This design comes from an exercise in tuning for small area, a short achievable clock period and few clock cycles on the open sky130 flow, not from production work.
Function was checked by simulation only, so behaviour that the tests miss may differ from the original.

**flow/config.mk**
```make
export PLATFORM = sky130hd
export DESIGN_NAME = best_rational_approximation
export DESIGN_NICKNAME = best_rational_approximation
export VERILOG_FILES = /design/flow/design.v
export SDC_FILE = /design/flow/constraint.sdc
export NUM_CORES = 4
export LEC_CHECK = 0
export CAP_MARGIN = 20
export CORE_MARGIN = 2
export CORE_UTILIZATION = 40
export SETUP_SLACK_MARGIN = 5
export SLEW_MARGIN = 20
```
**flow/constraint.sdc**
```tcl
create_clock -name core_clock -period 10.0 [get_ports {clk}]
set_input_delay 2.0000 -clock core_clock [delete_from_list [all_inputs] [get_ports {clk}]]
set_output_delay 2.0000 -clock core_clock [all_outputs]
set_load 0.01 [all_outputs]
```
**flow/design.v**
```verilog
package bra_pkg;
	localparam int VALUE_WIDTH = 50;
	localparam int DEN_WIDTH   = 32;
	localparam logic [49:0]          SCALE      = 50'd1000000000000;
	localparam logic [49:0]          HALF_SCALE = 50'd500000000000;
	localparam logic [DEN_WIDTH-1:0] MAXD_RESET = 32'd1000000;
endpackage
module bra_ge #(parameter int W = 8) (
	input  logic [W-1:0] a,
	input  logic [W-1:0] b,
	output logic         ge
);
	localparam int L = $clog2(W);
	localparam int N = 1 << L;
	genvar l, i;
	generate
		for (l = 0; l <= L; l = l + 1) begin : lv
			wire [(N >> l)-1:0] g;
			wire [(N >> l)-1:0] p;
			if (l == 0) begin : leaf
				for (i = 0; i < N; i = i + 1) begin : b0
					if (i < W) begin : in
						assign g[i] = a[i] & ~b[i];
						assign p[i] = a[i] | ~b[i];
					end else begin : pad
						assign g[i] = 1'b0;
						assign p[i] = 1'b1;
					end
				end
			end else begin : node
				for (i = 0; i < (N >> l); i = i + 1) begin : bn
					assign g[i] = lv[l-1].g[2*i+1] | (lv[l-1].p[2*i+1] & lv[l-1].g[2*i]);
					assign p[i] = lv[l-1].p[2*i+1] & lv[l-1].p[2*i];
				end
			end
		end
	endgenerate
	assign ge = lv[L].g[0] | lv[L].p[0];
endmodule
module bra_add #(parameter int W = 8) (
	input  logic [W-1:0] a,
	input  logic [W-1:0] b,
	input  logic         ci,
	output logic [W-1:0] s
);
	localparam int L = $clog2(W);
	genvar l, i;
	generate
		for (l = 0; l <= L; l = l + 1) begin : lv
			wire [W-1:0] g;
			wire [W-1:0] p;
			if (l == 0) begin : leaf
				assign g[W-1:1] = a[W-1:1] & b[W-1:1];
				assign p[W-1:1] = a[W-1:1] | b[W-1:1];
				assign g[0] = (a[0] & b[0]) | ((a[0] | b[0]) & ci);
				assign p[0] = 1'b0;
			end else begin : node
				for (i = 0; i < W; i = i + 1) begin : bn
					if (i >= (1 << (l - 1))) begin : cmb
						assign g[i] = lv[l-1].g[i] | (lv[l-1].p[i] & lv[l-1].g[i - (1 << (l - 1))]);
						assign p[i] = lv[l-1].p[i] & lv[l-1].p[i - (1 << (l - 1))];
					end else begin : pass
						assign g[i] = lv[l-1].g[i];
						assign p[i] = lv[l-1].p[i];
					end
				end
			end
		end
	endgenerate
	assign s = (a ^ b) ^ {lv[L].g[W-2:0], ci};
endmodule
module bra_bitlen #(parameter int W = 8, parameter int OW = 6) (
	input  logic [W-1:0]  x,
	output logic [OW-1:0] len
);
	localparam int L = $clog2(W);
	localparam int N = 1 << L;
	genvar l, i;
	generate
		for (l = 0; l <= L; l = l + 1) begin : lv
			wire [(N >> l)-1:0]   v;
			wire [(N >> l)*L-1:0] pos;    
			if (l == 0) begin : leaf
				for (i = 0; i < N; i = i + 1) begin : b0
					if (i < W) begin : in
						assign v[i] = x[i];
					end else begin : pad
						assign v[i] = 1'b0;
					end
				end
				assign pos = '0;
			end else begin : node
				localparam logic [L-1:0] TOP = 1 << (l - 1);
				for (i = 0; i < (N >> l); i = i + 1) begin : bn
					assign v[i] = lv[l-1].v[2*i+1] | lv[l-1].v[2*i];
					assign pos[i*L +: L] = lv[l-1].v[2*i+1] ? (lv[l-1].pos[(2*i+1)*L +: L] | TOP) :
						lv[l-1].pos[(2*i)*L +: L];
				end
			end
		end
	endgenerate
	assign len = lv[L].v[0] ? (lv[L].pos + 1'b1) : '0;
endmodule
import bra_pkg::*;
module best_rational_approximation (
	input  logic                 clk,
	input  logic                 arst_n,
	input  logic                 in_valid,
	output logic                 in_ready,
	input  logic [50:0]          in_data,
	output logic                 out_valid,
	input  logic                 out_ready,
	output logic [82:0]          out_data,
	input  logic                 cfg_wen,
	input  logic [bra_pkg::DEN_WIDTH-1:0] cfg_wdata
);
	logic st_idle, st_setup, st_bit, st_pset, st_pbit;
	logic first_q, out_valid_q;
	logic [31:0] lim_raw_q, lim_q;
	logic [5:0]  blim_q, bl_lim;
	logic [49:0] n_q, ds_q, p0_q;
	logic [51:0] ps_q;
	logic [31:0] q0_q, qs_q;
	logic [50:0] r2_q;
	logic [5:0]  j_q, bld_q, blr_q, blq_q;
	logic        neg_cur_q, neg_out_q;
	bra_bitlen #(.W(32)) u_bl_lim (.x(lim_q), .len(bl_lim));
	logic        nok, qok, acc;
	logic [33:0] qcs_s, qcs_c, qcs_sum, nlim;
	logic [31:0] qsum;
	logic [49:0] nsub, n1, p01, psum;
	logic [31:0] q01;
	logic [50:0] r2sub, r21;
	logic [5:0]  bl_nsub, bl_n, bl_qsum, bl_q0;
	bra_ge #(.W(50)) u_nok (.a(n_q), .b(ds_q), .ge(nok));
	assign nlim  = ~{2'b0, lim_q};
	assign qcs_s = {2'b0, q0_q} ^ {2'b0, qs_q} ^ nlim;
	assign qcs_c = {(({1'b0, q0_q} & {1'b0, qs_q}) | ({1'b0, q0_q} & nlim[32:0]) |
		({1'b0, qs_q} & nlim[32:0])), 1'b0};
	bra_add #(.W(34)) u_qcmp (.a(qcs_s), .b(qcs_c), .ci(1'b0), .s(qcs_sum));
	assign qok   = qcs_sum[33];
	assign acc   = nok & qok;
	bra_add #(.W(50)) u_nsub (.a(n_q), .b(~ds_q), .ci(1'b1), .s(nsub));
	bra_add #(.W(32)) u_qsum (.a(q0_q), .b(qs_q), .ci(1'b0), .s(qsum));
	assign psum  = p0_q + ps_q[49:0];
	assign r2sub = r2_q - {ds_q, 1'b0};
	assign n1    = acc ? nsub : n_q;
	assign p01   = acc ? psum : p0_q;
	assign q01   = acc ? qsum : q0_q;
	assign r21   = acc ? r2sub : r2_q;
	bra_bitlen #(.W(50)) u_bl_nsub (.x(nsub), .len(bl_nsub));
	bra_bitlen #(.W(50)) u_bl_n    (.x(n_q), .len(bl_n));
	bra_bitlen #(.W(32)) u_bl_qsum (.x(qsum), .len(bl_qsum));
	bra_bitlen #(.W(32)) u_bl_q0   (.x(q0_q), .len(bl_q0));
	logic [3:0]  j1;
	logic [5:0]  jn, jq, jset, sh_amt;
	logic [49:0] n_shl;
	logic        stall, brk, r2_ge, fin_semi, fin_conv, exact;
	bra_bitlen #(.W(10), .OW(4)) u_bl_j1 (.x(n_q[49:40]), .len(j1));
	assign jn     = bld_q - blr_q;
	assign jq     = blim_q - blq_q;
	assign jset   = (jq < jn) ? jq : jn;
	assign sh_amt = st_pset ? (blq_q - 6'd1) : jset;
	assign n_shl  = n_q << sh_amt;
	assign stall  = first_q && out_valid_q;
	bra_ge #(.W(50)) u_r2ge (.a(r2_q[49:0]), .b(ds_q), .ge(r2_ge));
	assign brk      = nok;
	assign fin_semi = brk && r2_q[50];
	assign fin_conv = brk && !r2_q[50] && r2_ge;
	assign exact    = !brk && (blr_q == 6'd0);
	logic big_prod, pbit;
	assign big_prod = ({1'b0, bld_q} + {1'b0, blq_q}) >= 7'd41;
	assign pbit     = q0_q[j_q[4:0]];
	logic done_conv, done_semi, done, swap;
	always_comb begin
		done_conv = 1'b0;
		done_semi = 1'b0;
		if (st_setup && !first_q) begin
			done_semi = fin_semi || exact;
			done_conv = fin_conv;
		end
		if (st_pset) done_semi = big_prod;
		if (st_pbit) begin
			done_semi = pbit && !nok;
			done_conv = !(pbit && !nok) && (j_q == 6'd0);
		end
	end
	assign done = done_conv || done_semi;
	assign swap = st_setup && !first_q && !brk && !exact;
	assign in_ready  = st_idle;
	assign out_valid = out_valid_q;
	assign out_data  = {neg_out_q, ps_q[49:0], qs_q};
	always_ff @(posedge clk or negedge arst_n) begin
		if (!arst_n) begin
			st_idle     <= 1'b1;
			st_setup    <= 1'b0;
			st_bit      <= 1'b0;
			st_pset     <= 1'b0;
			st_pbit     <= 1'b0;
			lim_raw_q   <= MAXD_RESET;
			lim_q       <= MAXD_RESET;
			blim_q      <= 6'd20;
			out_valid_q <= 1'b0;
		end else begin
			if (cfg_wen) begin
				lim_raw_q <= cfg_wdata;
			end
			lim_q  <= (lim_raw_q == 32'd0) ? 32'd1 : lim_raw_q;
			blim_q <= bl_lim;
			if (done) begin
				out_valid_q <= 1'b1;
			end else if (out_ready) begin
				out_valid_q <= 1'b0;
			end
			st_idle  <= (st_idle && !in_valid) || done;
			st_setup <= (st_idle && in_valid) || (st_setup && stall) || (st_bit && j_q == 6'd0);
			st_bit   <= (st_setup && first_q && !stall) || swap || (st_bit && j_q != 6'd0);
			st_pset  <= st_setup && !first_q && brk && !done;
			st_pbit  <= (st_pset && !done) || (st_pbit && !done);
		end
	end
	always_ff @(posedge clk) begin
		if (done) begin
			neg_out_q <= neg_cur_q;
		end
		if (done_semi) begin
			ps_q <= {2'b0, p0_q};
			qs_q <= q0_q;
		end
		if (st_idle) begin
			n_q       <= in_data[49:0];
			neg_cur_q <= in_data[50];
			first_q   <= 1'b1;
		end
		if (st_setup && first_q && !stall) begin
			first_q <= 1'b0;
			ds_q    <= SCALE << j1;
			qs_q    <= 32'd0;
			ps_q    <= 52'd1 << j1;
			p0_q    <= 50'd0;
			q0_q    <= 32'd1;
			j_q     <= {2'b0, j1};
			bld_q   <= 6'd40;
		end
		if (swap) begin
			n_q   <= ds_q;
			ds_q  <= n_shl;
			p0_q  <= ps_q[49:0];
			ps_q  <= {2'b0, p0_q} << jset;
			q0_q  <= qs_q;
			qs_q  <= q0_q << jset;
			r2_q  <= {1'b0, ds_q};
			j_q   <= jset;
			bld_q <= blr_q;
		end
		if (st_setup && !first_q && brk && !done) begin
			n_q <= ds_q;
		end
		if (st_bit) begin
			n_q   <= n1;
			p0_q  <= p01;
			q0_q  <= q01;
			r2_q  <= r21;
			blr_q <= acc ? bl_nsub : bl_n;
			blq_q <= acc ? bl_qsum : bl_q0;
			if (j_q != 6'd0) begin
				ds_q <= ds_q >> 1;
				qs_q <= qs_q >> 1;
				ps_q <= ps_q >> 1;
				j_q  <= j_q - 6'd1;
			end
		end
		if (st_pset && !big_prod) begin
			ds_q <= n_shl;
			n_q  <= HALF_SCALE;
			j_q  <= blq_q - 6'd1;
		end
		if (st_pbit) begin
			if (pbit && nok) n_q <= nsub;
			ds_q <= ds_q >> 1;
			j_q  <= j_q - 6'd1;
		end
	end
endmodule
```
**flow/run.sh**
```bash
#!/bin/bash
# synth_recipe.tcl (not shown) runs the flow's synth.tcl, then flattens the netlist and writes it again
# the make line also repeats each setting of config.mk as NAME=value (left out here)
make -C /OpenROAD-flow-scripts/flow DESIGN_CONFIG=/design/flow/config.mk WORK_HOME=/design/flow/orfs CLKGATE_MAP_FILE= SYNTH_SCRIPT=/design/flow/synth_recipe.tcl finish
```
==> metrics.cfg, run 1 <==
[logic_synthesis]
postSynth.topFlopCell = sky130_fd_sc_hd__dfxtp_1
main_combinational_cell_family_by_area_after_synthesis = compound AO/OA/AOI/OAI gates
synth.lib_cells_used.distinct = 106
syn-num-nets = 6086
post-synth-top-area-cell = sky130_fd_sc_hd__mux2i_1
synth_compound_area_share_pct = 26.21
ys_async_sr_fraction_pct = 18.10
synthTopCellsByArea = sky130_fd_sc_hd__mux2i_1, sky130_fd_sc_hd__edfxtp_1, sky130_fd_sc_hd__dfxtp_1
xor_and_xnor_area_share_after_synthesis_pct = 3.587
synth_area_um2 = 44900
post-synth-top-count-cell = sky130_fd_sc_hd__nand2_1
synth-seq-area-share_pct = 23.03
synth_top_cells_by_count = sky130_fd_sc_hd__nand2_1, sky130_fd_sc_hd__mux2i_1, sky130_fd_sc_hd__a21oi_1, sky130_fd_sc_hd__nor2_1, sky130_fd_sc_hd__o21ai_0
synth_simple_gate_area_share_pct = 16.33
yosys.area_share.adder_pct = 10.62
muxShareOfSynthArea_pct = 13.63
avgSynthCellArea_um2 = 7.928
synth_top_area_share_pct = 10.92
ys_ff_latch = 420
yosysWarnings = 1
number_of_enable_flip_flop_cells_after_synthesis = 153
synthesis.instances = 5663

[grt]
first_global_vias = 43690
grt_antenna_before_repair = 5
grt_pass1_wl_um = 290700
gr-usage-all-layers_pct = 32.99
grt_max_degree = 86
aggregate_global_routing_overflow = 0

[detailed_routing]
final_antenna_net_count = 0
via_count = 46715
routed_wl_um = 201700
first_iter_violations = 5306
post_drt_via_cell_ratio = 6.422
post_drt_wl_per_cell_um = 27.73
first_pass_iters = 10
drc_violations = 0

[die]
rows = 122
floorplan.die.width_um = 339.0
floorplan.core_area_um2 = 111000
chipHeight_um = 339.0
start_util_pct = 40.46
ios = 173
die-area_um2 = 114900

[placement]
globalplace.congestion = 1.013
io_buffers = 172
hpwl_um = 144100

[sta]
maxSlewHeadroom_pct = 25.75
hold_violations = 0
finalCritPeriodShare_pct = 50.22
clock_skews_ns = 0.05790
grt_setup_unrepaired = true
min_period_ns = 5.022
tightestPinTransition_ns = 1.108
clock.fmax_ghz = 0.1991
report.final.slew_viol_count = 0
timing.setup.tns_ns = 0
finalSetupViolCount = 0

[layout]
fill_cells = 10879
nNetsFinal = 6159
post_route_cells_drive_above_1_share_pct = 14.40
area_growth_syn_to_layout_pct = 18.47

[critical_path]
crit_arrival_ns = 5.59
criticalPathCategory = reg2reg
timing.critical_path.from_type = flip-flop
crit_fanout = 14
cp_data_required_time_ns = 10.56
endpoint_kind = flip-flop

[flow_run]
maxcap_violations = 0

[cts]
clock_latency_ns = 0.72
clock_tree_from_tritoncts = built
ctsLongestPathBuffers = 3
cts.root.buffer_cell = sky130_fd_sc_hd__clkbuf_16
number_of_buffers_added_by_the_clock_tree_synthesis_step = 57
ctsHtreeMaxLevel = 2
cts.sinks = 420
clk_pin_slew_ns = 0.06

[worst_hold_path]
min-delay-path-class = reg2reg

[outcome]
run_status = timing/DRC/antenna clean

-- cells in the final DEF, fill, tap and decap left out, types with 65 or more instances in the layout --
cell / Yosys / routed
sky130_fd_sc_hd__xnor2_1: 111 / 104
sky130_fd_sc_hd__nor3_1: 101 / 89
sky130_fd_sc_hd__nor2_1: 440 / 417
sky130_fd_sc_hd__mux2_2: 84 / 78
sky130_fd_sc_hd__o21ai_0: 415 / 394
sky130_fd_sc_hd__clkdlybuf4s50_1: 0 / 171
sky130_fd_sc_hd__o22ai_1: 107 / 103
sky130_fd_sc_hd__edfxtp_1: 153 / 153
sky130_fd_sc_hd__mux2i_1: 490 / 438
sky130_fd_sc_hd__ha_1: 297 / 277
sky130_fd_sc_hd__inv_1: 335 / 317
sky130_fd_sc_hd__a21o_1: 105 / 103
sky130_fd_sc_hd__dfxtp_1: 191 / 146
sky130_fd_sc_hd__buf_4: 52 / 163
sky130_fd_sc_hd__nand2_1: 570 / 562
sky130_fd_sc_hd__a21oi_1: 441 / 413
sky130_fd_sc_hd__nand3_1: 101 / 99
sky130_fd_sc_hd__xor2_1: 71 / 65
sky130_fd_sc_hd__clkbuf_16: 0 / 75
-- worst max-delay path: stages (launching register included) --
cell	delay [ns]
sky130_fd_sc_hd__edfxtp_1	0.52
sky130_fd_sc_hd__inv_2	0.11
sky130_fd_sc_hd__ha_2	0.32
sky130_fd_sc_hd__a21o_4	0.26
sky130_fd_sc_hd__a21o_1	0.19
sky130_fd_sc_hd__a21oi_2	0.16
sky130_fd_sc_hd__xnor2_2	0.12
sky130_fd_sc_hd__ha_4	0.33
sky130_fd_sc_hd__buf_12	0.11
sky130_fd_sc_hd__o211ai_1	0.18
sky130_fd_sc_hd__and4_4	0.34
sky130_fd_sc_hd__o31ai_4	0.27
sky130_fd_sc_hd__buf_4	0.17
sky130_fd_sc_hd__buf_12	0.17
sky130_fd_sc_hd__mux2i_1	0.36
sky130_fd_sc_hd__mux2i_4	0.16
sky130_fd_sc_hd__mux2i_2	0.25
sky130_fd_sc_hd__mux2_2	0.22
sky130_fd_sc_hd__a21oi_1	0.07
sky130_fd_sc_hd__a21o_1	0.24
sky130_fd_sc_hd__a221o_1	0.33
-- repair_timing --
action	4_1_cts	5_1_grt
hold buffers	0	0
gates resized for setup	272	230
gates cloned	12	12
pin swaps	32	43
endpoints found under the setup margin	394	327
buffers inserted	53	72
-- cell families after synthesis --
group           Yosys count
compound gates         1794
xor+xnor                183
flops                   420
simple gates           1592
mux                     586
buf+inv                 724
fa+ha+maj               364
-- metrics by stage --
step,util [%],instances,cell area [um^2],setup slack (ns),hold WS [ns]
6_report,47.93,7274,53190,4.978,0.3725
5_1_grt,47.93,7273,53190,4.871,0.3805
4_1_cts,46.27,7189,51350,4.967,0.3745
3_5_place_dp,42.89,7016,47600,3.393,0.3658
3_3_place_gp,42.89,7016,47600,3.299,0.3648
2_1_floorplan,-,5663,44940,5.009,0.4003
-- routing by layer --
layer / routed length [um] / up-vias / global-route usage (%)
li1: - / 21051 / -
met5: 41 / - / 0
met3: 18820 / 602 / 5.961
met2: 89040 / 2582 / 52.11
met1: 80800 / 22474 / 42.65
met4: 13010 / 6 / 17.74
-- layout make-up --
cell class / count / area [um^2] / share of cell area, %
Timing Repair Buffer: 389 / 4076 / 7.664
Clock buffer: 78 / 1662 / 3.124
Tap cell: 1488 / 1862 / 3.500
Multi-Input combinational cell: 4526 / 33570 / 63.12
Sequential cell: 420 / 10430 / 19.60
Inverter: 342 / 1319 / 2.479
Clock inverter: 30 / 270.3 / 0.5081
Antenna cell: 1 / 2.502 / 0.004705
-- worst paths after layout --
path | start | end | slack [ns] | cells past startpoint
max | blr_q[2]$_DFFE_PP_ | ds_q[40]$_DFF_P_ | 4.98 | 20
min reg2reg | lim_raw_q[19]$_DFFE_PN1P_ | lim_q[19]$_DFF_PN1_ | 0.37 | 0
min | lim_raw_q[19]$_DFFE_PN1P_ | lim_q[19]$_DFF_PN1_ | 0.37 | 0
max reg2reg | blr_q[2]$_DFFE_PP_ | ds_q[40]$_DFF_P_ | 4.98 | 20
max in group asynchronous | arst_n | lim_q[2]$_DFF_PN0_ | 7.72 | 2
min in group asynchronous | arst_n | st_pbit$_DFF_PN0_ | 1.16 | 1
-- registers in the layout, summed over array words and instances (netlist names), 32 cells and up --
name       count
r2_q          51
qs_q          32
n_q           50
lim_raw_q     32
ds_q          50
q0_q          32
lim_q         32
p0_q          50
ps_q          52
Testbench counts, summed over its fixed seeds: cycles 19,850.
==> run 2, diff against run 1 <==
--- a/flow/config.mk
+++ b/flow/config.mk
@@ -8,5 +8,4 @@
 export CAP_MARGIN = 20
 export CORE_MARGIN = 2
 export CORE_UTILIZATION = 40
-export SETUP_SLACK_MARGIN = 5
 export SLEW_MARGIN = 20
==> run 2 against run 1 <==
Against the previous run:
- critical path type unchanged
- cell area is 7.1% lower
- die area stayed put
- sequential share of layout area is 1.4 points higher
- clock skew is 0.037 ns lower
- worst setup slack worse by 2.0 ns
- sequential cell count stayed put
- global-route usage is 1.5 points lower
==> metrics.cfg, run 2 <==
[sta]
timing.setup.tns_ns = 0
report.final.slew_viol_count = 0
min_period_ns = 7.013
clock.fmax_ghz = 0.1426
finalSetupViolCount = 0
maxSlewHeadroom_pct = 17.95
finalCritPeriodShare_pct = 70.13
grt_setup_unrepaired = false
hold_violations = 0
hold_ws_ns = 0.3708
tightestPinTransition_ns = 1.221
clock_skews_ns = 0.02099

[logic_synthesis]
ys_ff_latch = 420
avgSynthCellArea_um2 = 7.928
syn-num-nets = 6086
synthesis.instances = 5663
synth_area_um2 = 44900
muxShareOfSynthArea_pct = 13.63
xor_and_xnor_area_share_after_synthesis_pct = 3.587
post-synth-top-area-cell = sky130_fd_sc_hd__mux2i_1
synth-seq-area-share_pct = 23.03
synth.lib_cells_used.distinct = 106
synth_top_cells_by_count = sky130_fd_sc_hd__nand2_1, sky130_fd_sc_hd__mux2i_1, sky130_fd_sc_hd__a21oi_1, sky130_fd_sc_hd__nor2_1, sky130_fd_sc_hd__o21ai_0
main_combinational_cell_family_by_area_after_synthesis = compound AO/OA/AOI/OAI gates
post-synth-top-count-cell = sky130_fd_sc_hd__nand2_1
synthTopCellsByArea = sky130_fd_sc_hd__mux2i_1, sky130_fd_sc_hd__edfxtp_1, sky130_fd_sc_hd__dfxtp_1
synth_top_area_share_pct = 10.92
ys_async_sr_fraction_pct = 18.10
postSynth.topFlopCell = sky130_fd_sc_hd__dfxtp_1
yosysWarnings = 1
synth_compound_area_share_pct = 26.21
synth_simple_gate_area_share_pct = 16.33
number_of_enable_flip_flop_cells_after_synthesis = 153
yosys.area_share.adder_pct = 10.62

[critical_path]
worst_setup_path_endpoint = ps_q[36]$_DFF_P_
rr_endpoint = ps_q[36]$_DFF_P_
rr_worst_depth = 16
crit_fanout = 79
timing.critical_path.from_type = flip-flop
criticalPathCategory = reg2reg
r2r_setup_slack_ns = 2.99
crit_start = n_q[41]$_DFF_P_
crit_arrival_ns = 7.54
endpoint_kind = flip-flop
cp_data_required_time_ns = 10.53
r2r-start = n_q[41]$_DFF_P_

[cts]
cts.sinks = 420
post_cts.resized_instances = 0
clock_latency_ns = 0.68
ctsHtreeMaxLevel = 2
number_of_buffers_added_by_the_clock_tree_synthesis_step = 54
postCtsSetupBuffers = 0
ctsLongestPathBuffers = 3
clk_pin_slew_ns = 0.06
clock_tree_from_tritoncts = built
holdBufCountCts = 0
cts.root.buffer_cell = sky130_fd_sc_hd__clkbuf_16

[detailed_routing]
first_pass_iters = 8
routed_wl_um = 188200
drc_violations = 0
via_count = 45264
first_iter_violations = 5522
final_antenna_net_count = 0
post_drt_wl_per_cell_um = 26.45
post_drt_via_cell_ratio = 6.360

[worst_hold_path]
whs_path_depth = 0
min-delay-path-class = reg2reg

[layout]
final_cell_mix = sky130_fd_sc_hd__nand2_1, sky130_fd_sc_hd__mux2i_1, sky130_fd_sc_hd__a21oi_1
fill_cells = 11280
regArea_um2 = 10350
top_register = ps_q
area_growth_syn_to_layout_pct = 10.00
reg_top3 = ps_q: 52 flops, r2_q: 51 flops
post-route-util_pct = 44.51
nNetsFinal = 6005
final-instance-count-excl-fill = 7117
post_route_cells_drive_above_1_share_pct = 6.645
fin_area_um2 = 49390
multi_input_comb_area_um2 = 31820
mostFrequentLayoutCell = sky130_fd_sc_hd__nand2_1
largest_register_ffs = 52

[grt]
grt_max_degree = 92
grt_pass1_wl_um = 279600
grt_antenna_before_repair = 2
first_global_vias = 42942
gr-usage-all-layers_pct = 31.47
aggregate_global_routing_overflow = 0

[die]
die-area_um2 = 114900
chipHeight_um = 339.0
start_util_pct = 40.46
ios = 173
rows = 122
floorplan.die.width_um = 339.0
floorplan.core_area_um2 = 111000

[flow_run]
maxcap_violations = 0

[outcome]
run_status = timing/DRC/antenna clean

[placement]
placed_area_um2 = 47580
hpwl_um = 142700
globalplace.congestion = 1.043
io_buffers = 172
dp.cells = 7014

-- run 2: cell counts after synthesis --
Identical to the previous run, type by type.
-- run 2: through the flow --
step / setup slack, ns
final: 2.987
after global placement: 3.228
after detailed placement: 3.276
after floorplan: 2.020
after global routing: 2.688
after CTS: 3.249
-- run 2: layout make-up --
cell class / count / share of cell area (%)
sequential: 420 / 20.95
timing repair buffer: 245 / 4.583
antenna: 1 / 0.005067
inverter: 342 / 2.599
multi-input combinational: 4519 / 64.43
tap: 1488 / 3.770
clock buffer: 76 / 3.131
clock inverter: 26 / 0.5295
-- run 2: metal layers --
metal / up-vias / wire length, um / global-route usage (%)
li1: 20729 / - / -
met1: 21794 / 78290 / 41.52
met2: 2268 / 84100 / 50.01
met3: 471 / 15660 / 5.311
met4: 2 / 10160 / 14.58
met5: - / 13 / 0
-- run 2: kinds of logic after synthesis --
logic type      count (synthesis)
flops                         420
mux                           586
buf+inv                       724
fa+ha+maj                     364
compound gates               1794
xor+xnor                      183
simple gates                 1592
-- run 2: worst min path at each step --
stage	from	to	slack, ns
floorplan	neg_cur_q$_DFFE_PP_	neg_out_q$_DFFE_PP_	0.40
global placement	lim_raw_q[18]$_DFFE_PN1P_	lim_q[18]$_DFF_PN1_	0.36
detailed placement	lim_raw_q[18]$_DFFE_PN1P_	lim_q[18]$_DFF_PN1_	0.37
CTS	lim_raw_q[18]$_DFFE_PN1P_	lim_q[18]$_DFF_PN1_	0.38
global route	lim_raw_q[19]$_DFFE_PN1P_	lim_q[19]$_DFF_PN1_	0.38
finish	lim_raw_q[19]$_DFFE_PN1P_	lim_q[19]$_DFF_PN1_	0.37
-- run 2: critical path, cell delays in order (launching register included) --
cell and delay (ns):
sky130_fd_sc_hd__dfxtp_1 0.53, sky130_fd_sc_hd__inv_1 0.11, sky130_fd_sc_hd__ha_1 0.30, sky130_fd_sc_hd__or2_2 0.36
sky130_fd_sc_hd__nor3_1 0.47, sky130_fd_sc_hd__o21ai_0 0.21, sky130_fd_sc_hd__a311oi_1 0.78, sky130_fd_sc_hd__a211oi_1 0.33
sky130_fd_sc_hd__o31ai_4 0.89, sky130_fd_sc_hd__a31oi_1 0.27, sky130_fd_sc_hd__o22ai_4 0.17, sky130_fd_sc_hd__buf_4 0.45
sky130_fd_sc_hd__buf_4 0.80, sky130_fd_sc_hd__mux2i_1 0.27, sky130_fd_sc_hd__nor2_1 0.09, sky130_fd_sc_hd__a2111oi_0 0.62
sky130_fd_sc_hd__nor2_1 0.11
==> run 3, diff against run 2 <==
--- a/flow/design.v
+++ b/flow/design.v
@@ -114,25 +114,27 @@
 	input  logic                 cfg_wen,
 	input  logic [bra_pkg::DEN_WIDTH-1:0] cfg_wdata
 );
-	logic st_idle, st_setup, st_bit, st_pset, st_pbit;
+	logic st_idle, st_setup, st_bit, st_fin, st_pset, st_pbit;
 	logic first_q, out_valid_q;
-	logic [31:0] lim_raw_q, lim_q;
+	logic [31:0] lim_q;
 	logic [5:0]  blim_q, bl_lim;
 	logic [49:0] n_q, ds_q, p0_q;
 	logic [51:0] ps_q;
 	logic [31:0] q0_q, qs_q;
-	logic [50:0] r2_q;
-	logic [5:0]  j_q, bld_q, blr_q, blq_q;
+	logic [40:0] r2_q;      
+	logic [5:0]  j_q, bld_q, blr_q, blq_q, jn_q, jq_q;
+	logic        brk_q;
 	logic        neg_cur_q, neg_out_q;
 	bra_bitlen #(.W(32)) u_bl_lim (.x(lim_q), .len(bl_lim));
-	logic        nok, qok, acc;
+	logic        nok, nok2, qok, acc;
 	logic [33:0] qcs_s, qcs_c, qcs_sum, nlim;
 	logic [31:0] qsum;
 	logic [49:0] nsub, n1, p01, psum;
 	logic [31:0] q01;
-	logic [50:0] r2sub, r21;
+	logic [40:0] r2sub, r21;
 	logic [5:0]  bl_nsub, bl_n, bl_qsum, bl_q0;
 	bra_ge #(.W(50)) u_nok (.a(n_q), .b(ds_q), .ge(nok));
+	bra_ge #(.W(51)) u_nok2 (.a({1'b0, n_q}), .b({ds_q, 1'b0}), .ge(nok2));
 	assign nlim  = ~{2'b0, lim_q};
 	assign qcs_s = {2'b0, q0_q} ^ {2'b0, qs_q} ^ nlim;
 	assign qcs_c = {(({1'b0, q0_q} & {1'b0, qs_q}) | ({1'b0, q0_q} & nlim[32:0]) |
@@ -143,31 +145,28 @@
 	bra_add #(.W(50)) u_nsub (.a(n_q), .b(~ds_q), .ci(1'b1), .s(nsub));
 	bra_add #(.W(32)) u_qsum (.a(q0_q), .b(qs_q), .ci(1'b0), .s(qsum));
 	assign psum  = p0_q + ps_q[49:0];
-	assign r2sub = r2_q - {ds_q, 1'b0};
+	assign r2sub = r2_q - {ds_q[39:0], 1'b0};
 	assign n1    = acc ? nsub : n_q;
 	assign p01   = acc ? psum : p0_q;
 	assign q01   = acc ? qsum : q0_q;
 	assign r21   = acc ? r2sub : r2_q;
-	bra_bitlen #(.W(50)) u_bl_nsub (.x(nsub), .len(bl_nsub));
-	bra_bitlen #(.W(50)) u_bl_n    (.x(n_q), .len(bl_n));
+	bra_bitlen #(.W(40)) u_bl_nsub (.x(nsub[39:0]), .len(bl_nsub));
+	bra_bitlen #(.W(40)) u_bl_n    (.x(n_q[39:0]), .len(bl_n));
 	bra_bitlen #(.W(32)) u_bl_qsum (.x(qsum), .len(bl_qsum));
 	bra_bitlen #(.W(32)) u_bl_q0   (.x(q0_q), .len(bl_q0));
 	logic [3:0]  j1;
-	logic [5:0]  jn, jq, jset, sh_amt;
-	logic [49:0] n_shl;
-	logic        stall, brk, r2_ge, fin_semi, fin_conv, exact;
+	logic [4:0]  jset, sh_amt;
+	logic [39:0] n_shl;
+	logic        stall, r2_ge, fin_semi, fin_conv, exact;
 	bra_bitlen #(.W(10), .OW(4)) u_bl_j1 (.x(n_q[49:40]), .len(j1));
-	assign jn     = bld_q - blr_q;
-	assign jq     = blim_q - blq_q;
-	assign jset   = (jq < jn) ? jq : jn;
-	assign sh_amt = st_pset ? (blq_q - 6'd1) : jset;
-	assign n_shl  = n_q << sh_amt;
+	assign jset   = (jq_q < jn_q) ? jq_q[4:0] : jn_q[4:0];
+	assign sh_amt = st_pset ? (blq_q[4:0] - 5'd1) : jset;
+	assign n_shl  = n_q[39:0] << sh_amt;
 	assign stall  = first_q && out_valid_q;
-	bra_ge #(.W(50)) u_r2ge (.a(r2_q[49:0]), .b(ds_q), .ge(r2_ge));
-	assign brk      = nok;
-	assign fin_semi = brk && r2_q[50];
-	assign fin_conv = brk && !r2_q[50] && r2_ge;
-	assign exact    = !brk && (blr_q == 6'd0);
+	bra_ge #(.W(40)) u_r2ge (.a(r2_q[39:0]), .b(ds_q[39:0]), .ge(r2_ge));
+	assign fin_semi = r2_q[40];
+	assign fin_conv = !r2_q[40] && r2_ge;
+	assign exact    = !brk_q && (blr_q == 6'd0);
 	logic big_prod, pbit;
 	assign big_prod = ({1'b0, bld_q} + {1'b0, blq_q}) >= 7'd41;
 	assign pbit     = q0_q[j_q[4:0]];
@@ -175,8 +174,9 @@
 	always_comb begin
 		done_conv = 1'b0;
 		done_semi = 1'b0;
-		if (st_setup && !first_q) begin
-			done_semi = fin_semi || exact;
+		if (st_setup && !first_q) done_semi = exact;
+		if (st_fin) begin
+			done_semi = fin_semi;
 			done_conv = fin_conv;
 		end
 		if (st_pset) done_semi = big_prod;
@@ -186,7 +186,7 @@
 		end
 	end
 	assign done = done_conv || done_semi;
-	assign swap = st_setup && !first_q && !brk && !exact;
+	assign swap = st_setup && !first_q && !brk_q && !exact;
 	assign in_ready  = st_idle;
 	assign out_valid = out_valid_q;
 	assign out_data  = {neg_out_q, ps_q[49:0], qs_q};
@@ -195,17 +195,16 @@
 			st_idle     <= 1'b1;
 			st_setup    <= 1'b0;
 			st_bit      <= 1'b0;
+			st_fin      <= 1'b0;
 			st_pset     <= 1'b0;
 			st_pbit     <= 1'b0;
-			lim_raw_q   <= MAXD_RESET;
 			lim_q       <= MAXD_RESET;
 			blim_q      <= 6'd20;
 			out_valid_q <= 1'b0;
 		end else begin
 			if (cfg_wen) begin
-				lim_raw_q <= cfg_wdata;
-			end
-			lim_q  <= (lim_raw_q == 32'd0) ? 32'd1 : lim_raw_q;
+				lim_q <= {cfg_wdata[31:1], cfg_wdata[0] | (cfg_wdata == 32'd0)};
+			end
 			blim_q <= bl_lim;
 			if (done) begin
 				out_valid_q <= 1'b1;
@@ -215,7 +214,8 @@
 			st_idle  <= (st_idle && !in_valid) || done;
 			st_setup <= (st_idle && in_valid) || (st_setup && stall) || (st_bit && j_q == 6'd0);
 			st_bit   <= (st_setup && first_q && !stall) || swap || (st_bit && j_q != 6'd0);
-			st_pset  <= st_setup && !first_q && brk && !done;
+			st_fin   <= st_setup && !first_q && brk_q;
+			st_pset  <= st_fin && !done;
 			st_pbit  <= (st_pset && !done) || (st_pbit && !done);
 		end
 	end
@@ -244,16 +244,16 @@
 		end
 		if (swap) begin
 			n_q   <= ds_q;
-			ds_q  <= n_shl;
+			ds_q  <= {10'd0, n_shl};
 			p0_q  <= ps_q[49:0];
 			ps_q  <= {2'b0, p0_q} << jset;
 			q0_q  <= qs_q;
 			qs_q  <= q0_q << jset;
-			r2_q  <= {1'b0, ds_q};
+			r2_q  <= {1'b0, ds_q[39:0]};
 			j_q   <= jset;
 			bld_q <= blr_q;
 		end
-		if (st_setup && !first_q && brk && !done) begin
+		if (st_fin) begin
 			n_q <= ds_q;
 		end
 		if (st_bit) begin
@@ -263,6 +263,9 @@
 			r2_q  <= r21;
 			blr_q <= acc ? bl_nsub : bl_n;
 			blq_q <= acc ? bl_qsum : bl_q0;
+			jn_q  <= acc ? (bld_q - bl_nsub) : (bld_q - bl_n);
+			jq_q  <= acc ? (blim_q - bl_qsum) : (blim_q - bl_q0);
+			brk_q <= acc ? nok2 : nok;
 			if (j_q != 6'd0) begin
 				ds_q <= ds_q >> 1;
 				qs_q <= qs_q >> 1;
@@ -271,7 +274,7 @@
 			end
 		end
 		if (st_pset && !big_prod) begin
-			ds_q <= n_shl;
+			ds_q <= {10'd0, n_shl};
 			n_q  <= HALF_SCALE;
 			j_q  <= blq_q - 6'd1;
 		end
--- a/flow/config.mk
+++ b/flow/config.mk
@@ -8,4 +8,5 @@
 export CAP_MARGIN = 20
 export CORE_MARGIN = 2
 export CORE_UTILIZATION = 40
+export SETUP_SLACK_MARGIN = 5
 export SLEW_MARGIN = 20
==> run 3 against run 2 <==
Against the previous run:
- routed wire length fell by 3.1%
- global-route usage up 0.93 points
- cell count decreased by 4.7%
- core utilization increased by 3.7 points
- hold slack better by 0.080 ns
- critical path depth is 7 higher
- critical path type unchanged
==> metrics.cfg, run 3 <==
[logic_synthesis]
synth_top_cells_by_count = sky130_fd_sc_hd__nand2_1, sky130_fd_sc_hd__a21oi_1, sky130_fd_sc_hd__o21ai_0, sky130_fd_sc_hd__nor2_1, sky130_fd_sc_hd__inv_1
synthTopCellsByArea = sky130_fd_sc_hd__edfxtp_1, sky130_fd_sc_hd__dfxtp_1, sky130_fd_sc_hd__ha_1
number_of_enable_flip_flop_cells_after_synthesis = 156
synth-seq-area-share_pct = 22.93
ys_async_sr_fraction_pct = 11.48
synth_simple_gate_area_share_pct = 15.63
synthesis.instances = 5221
avgSynthCellArea_um2 = 8.058
ys_ff_latch = 392
synth.lib_cells_used.distinct = 118
synth_top_area_share_pct = 11.13
yosysWarnings = 1
xor_and_xnor_area_share_after_synthesis_pct = 3.744
syn-num-nets = 5635
post-synth-top-count-cell = sky130_fd_sc_hd__nand2_1
postSynth.topFlopCell = sky130_fd_sc_hd__dfxtp_1
yosys.area_share.adder_pct = 11.30
main_combinational_cell_family_by_area_after_synthesis = compound AO/OA/AOI/OAI gates
post-synth-top-area-cell = sky130_fd_sc_hd__edfxtp_1
muxShareOfSynthArea_pct = 11.89
synth_area_um2 = 42070
synth_compound_area_share_pct = 27.89

[flow_run]
maxcap_violations = 0

[cts]
ctsLongestPathBuffers = 3
clock_tree_from_tritoncts = built
cts.sinks = 392
number_of_buffers_added_by_the_clock_tree_synthesis_step = 52
cts.root.buffer_cell = sky130_fd_sc_hd__clkbuf_16
clk_pin_slew_ns = 0.06
ctsHtreeMaxLevel = 2
clock_latency_ns = 0.68

[critical_path]
crit_fanout = 7
criticalPathCategory = reg2reg
timing.critical_path.cells = clkinvlp_4 > ha_1 > a21oi_1 > o31ai_2 > a41oi_2 > buf_4 > a21oi_1 > or4_1 > xor2_2 > nor2_4 > o311a_1 > nor2_2 > inv_2 > ha_4 > a22oi_2 > ha_1 > nor2b_1 > o21ai_1 > nand2b_1 > a21o_1 > maj3_2 > xnor2_2 > xor2_1
rr_endpoint = jn_q[5]$_DFFE_PP_
crit_arrival_ns = 5.95
r2r-start = ds_q[24]$_DFF_P_
crit_cells = 23
timing.critical_path.from_type = flip-flop
critPathSlowestCell = sky130_fd_sc_hd__or4_1
timing.critical_path.slowest_cell_delay_ns = 0.60
cp_data_required_time_ns = 10.43
critPathBufInv = 3
crit_start = ds_q[24]$_DFF_P_
endpoint_kind = flip-flop
worst_path_dominant_cell_family = compound AO/OA/AOI/OAI gates
worst_setup_path_endpoint = jn_q[5]$_DFFE_PP_
rr_worst_depth = 23
r2r_setup_slack_ns = 4.48

[sta]
finalCritPeriodShare_pct = 55.23
tightestPinTransition_ns = 1.123
min_period_ns = 5.523
clock.fmax_ghz = 0.1811
hold_violations = 0
maxSlewHeadroom_pct = 24.42
finalSetupViolCount = 0
report.final.slew_viol_count = 0
grt_setup_unrepaired = true
timing.setup.tns_ns = 0
clock_skews_ns = 0.02941

[die]
start_util_pct = 40.48
floorplan.die.width_um = 328.3
chipHeight_um = 328.3
ios = 173
floorplan.core_area_um2 = 103900
rows = 118
die-area_um2 = 107800

[grt]
grt_max_degree = 91
grt_antenna_before_repair = 2
first_global_vias = 41251
gr-usage-all-layers_pct = 32.39
grt_pass1_wl_um = 268400
aggregate_global_routing_overflow = 0

[detailed_routing]
met2RoutedLength_um = 83470
post_drt_wl_per_cell_um = 26.92
final_antenna_net_count = 0
first_pass_iters = 7
drc_violations = 0
via_count = 44174
routedLengthMet1_um = 72750
first_iter_violations = 5108
routed_wl_um = 182500
met3RoutedLength_um = 15480
top_layer_used = met4
post_drt_via_cell_ratio = 6.516

[layout]
largest_register_ffs = 52
fin_area_um2 = 50120
area_growth_syn_to_layout_pct = 19.13
final-instance-count-excl-fill = 6779
final_cell_mix = sky130_fd_sc_hd__nand2_1, sky130_fd_sc_hd__a21oi_1, sky130_fd_sc_hd__o21ai_0
mostFrequentLayoutCell = sky130_fd_sc_hd__nand2_1
post_route_cells_drive_above_1_share_pct = 17.23
post-route-util_pct = 48.22
nNetsFinal = 5766
top_register = ps_q

[placement]
io_buffers = 172
placed_area_um2 = 45190
dp.cells = 6501
hpwl_um = 131800
globalplace.congestion = 1.013

[worst_hold_path]
min-delay-path-class = reg2reg
whs_path_depth = 0

[outcome]
run_status = timing/DRC/antenna clean

run 3: logic make-up (layout without fill, tap and decap cells):
| kind of cell | Yosys count | after routing |
|---|---|---|
| other | 0 | 3 |
| AND/OR/NAND/NOR | 1415 | 1416 |
| AO/OA/AOI/OAI | 1800 | 1800 |
| XOR/XNOR | 179 | 179 |
| multiplexers | 391 | 391 |
| buffers and inverters | 679 | 853 |
| flip-flops | 392 | 392 |
| adder cells (fa/ha/maj) | 365 | 365 |
run 3: area by class of cell:
class | count | area [um^2]
repair buffers | 413 | 3681
clock buffers | 72 | 1489
clock inverters | 26 | 286.5
multi-input cells | 4151 | 31750
well taps | 1380 | 1727
fillers | 10188 | 53820
inverters | 342 | 1364
flip-flops and latches | 392 | 9817
diodes | 3 | 7.507
run 3: per-stage QoR:
stage | hold WS (ns) | setup WS, ns
after CTS | 0.4672 | 4.325
after floorplan | 0.4003 | 4.914
after detailed placement | 0.4413 | 2.992
final | 0.4508 | 4.477
after global placement | 0.4360 | 2.963
after global routing | 0.4724 | 4.309
run 3: worst min-delay path by stage:
stage / slack [ns] / from / endpoint
after floorplan: 0.40 / neg_cur_q$_DFFE_PP_ / neg_out_q$_DFFE_PP_
after global placement: 0.44 / neg_cur_q$_DFFE_PP_ / neg_out_q$_DFFE_PP_
after detailed placement: 0.44 / neg_cur_q$_DFFE_PP_ / neg_out_q$_DFFE_PP_
after CTS: 0.47 / neg_cur_q$_DFFE_PP_ / neg_out_q$_DFFE_PP_
after global routing: 0.47 / neg_cur_q$_DFFE_PP_ / neg_out_q$_DFFE_PP_
final: 0.45 / neg_cur_q$_DFFE_PP_ / neg_out_q$_DFFE_PP_
run 3: metal layers:
metal	vias up	track usage (%)
met5	-	0
met4	0	16.88
met3	535	5.090
met2	2423	52.17
met1	21433	41.85
li1	19783	-
run 3: what timing repair did:
action / CTS / global route
setup endpoints to repair: 265 / 150
gates cloned: 1 / 2
buffers inserted: 89 / 85
resized for setup: 204 / 227
hold buffers: 0 / 0
pin swaps: 69 / 68
run 3: worst reg2reg max path, cell delays in order, from the launching register on:
cell and delay, ns:
sky130_fd_sc_hd__dfxtp_1 0.58, sky130_fd_sc_hd__clkinvlp_4 0.22, sky130_fd_sc_hd__ha_1 0.25, sky130_fd_sc_hd__a21oi_1 0.29, sky130_fd_sc_hd__o31ai_2 0.13, sky130_fd_sc_hd__a41oi_2 0.26, sky130_fd_sc_hd__buf_4 0.17, sky130_fd_sc_hd__a21oi_1 0.09
sky130_fd_sc_hd__or4_1 0.60, sky130_fd_sc_hd__xor2_2 0.23, sky130_fd_sc_hd__nor2_4 0.28, sky130_fd_sc_hd__o311a_1 0.28, sky130_fd_sc_hd__nor2_2 0.06, sky130_fd_sc_hd__inv_2 0.09, sky130_fd_sc_hd__ha_4 0.21, sky130_fd_sc_hd__a22oi_2 0.18
sky130_fd_sc_hd__ha_1 0.25, sky130_fd_sc_hd__nor2b_1 0.12, sky130_fd_sc_hd__o21ai_1 0.13, sky130_fd_sc_hd__nand2b_1 0.09, sky130_fd_sc_hd__a21o_1 0.16, sky130_fd_sc_hd__maj3_2 0.33, sky130_fd_sc_hd__xnor2_2 0.14, sky130_fd_sc_hd__xor2_1 0.14
Testbench counts of run 3, summed over its fixed seeds: cycles 20,188.

## separate check: timing with driven ports
In the flow no input, the clock included, has a driving cell. The finished layouts below were timed again as built, in two steps. Step 1 sets driving cells, clkbuf_16 on the clock port and buf_2 on the other inputs (assumed; they add their load-dependent delay and slew). Step 2 adds t to the input delays and takes it off the output delays; t is the mean of the earliest and latest rising clock arrival at the registers after step 1. Input paths then give back, and output paths get back, about the clock's delay inside the block. Three values: ideal, step 1, step 2; two values: the first two.
run	shift t [ns]	setup slack, ns	hold WS [ns]	worst setup path at the end
run 1	0.770	4.978 / 4.978 / 4.978	0.372 / 0.372 / 0.372	register to register
run 2	0.736	2.987 / 2.987 / 2.987	0.371 / 0.371 / 0.371	register to register
run 3	0.747	4.477 / 4.477 / 4.477	0.451 / 0.451 / 0.451	register to register
After both steps setup and hold are still met in every run listed.
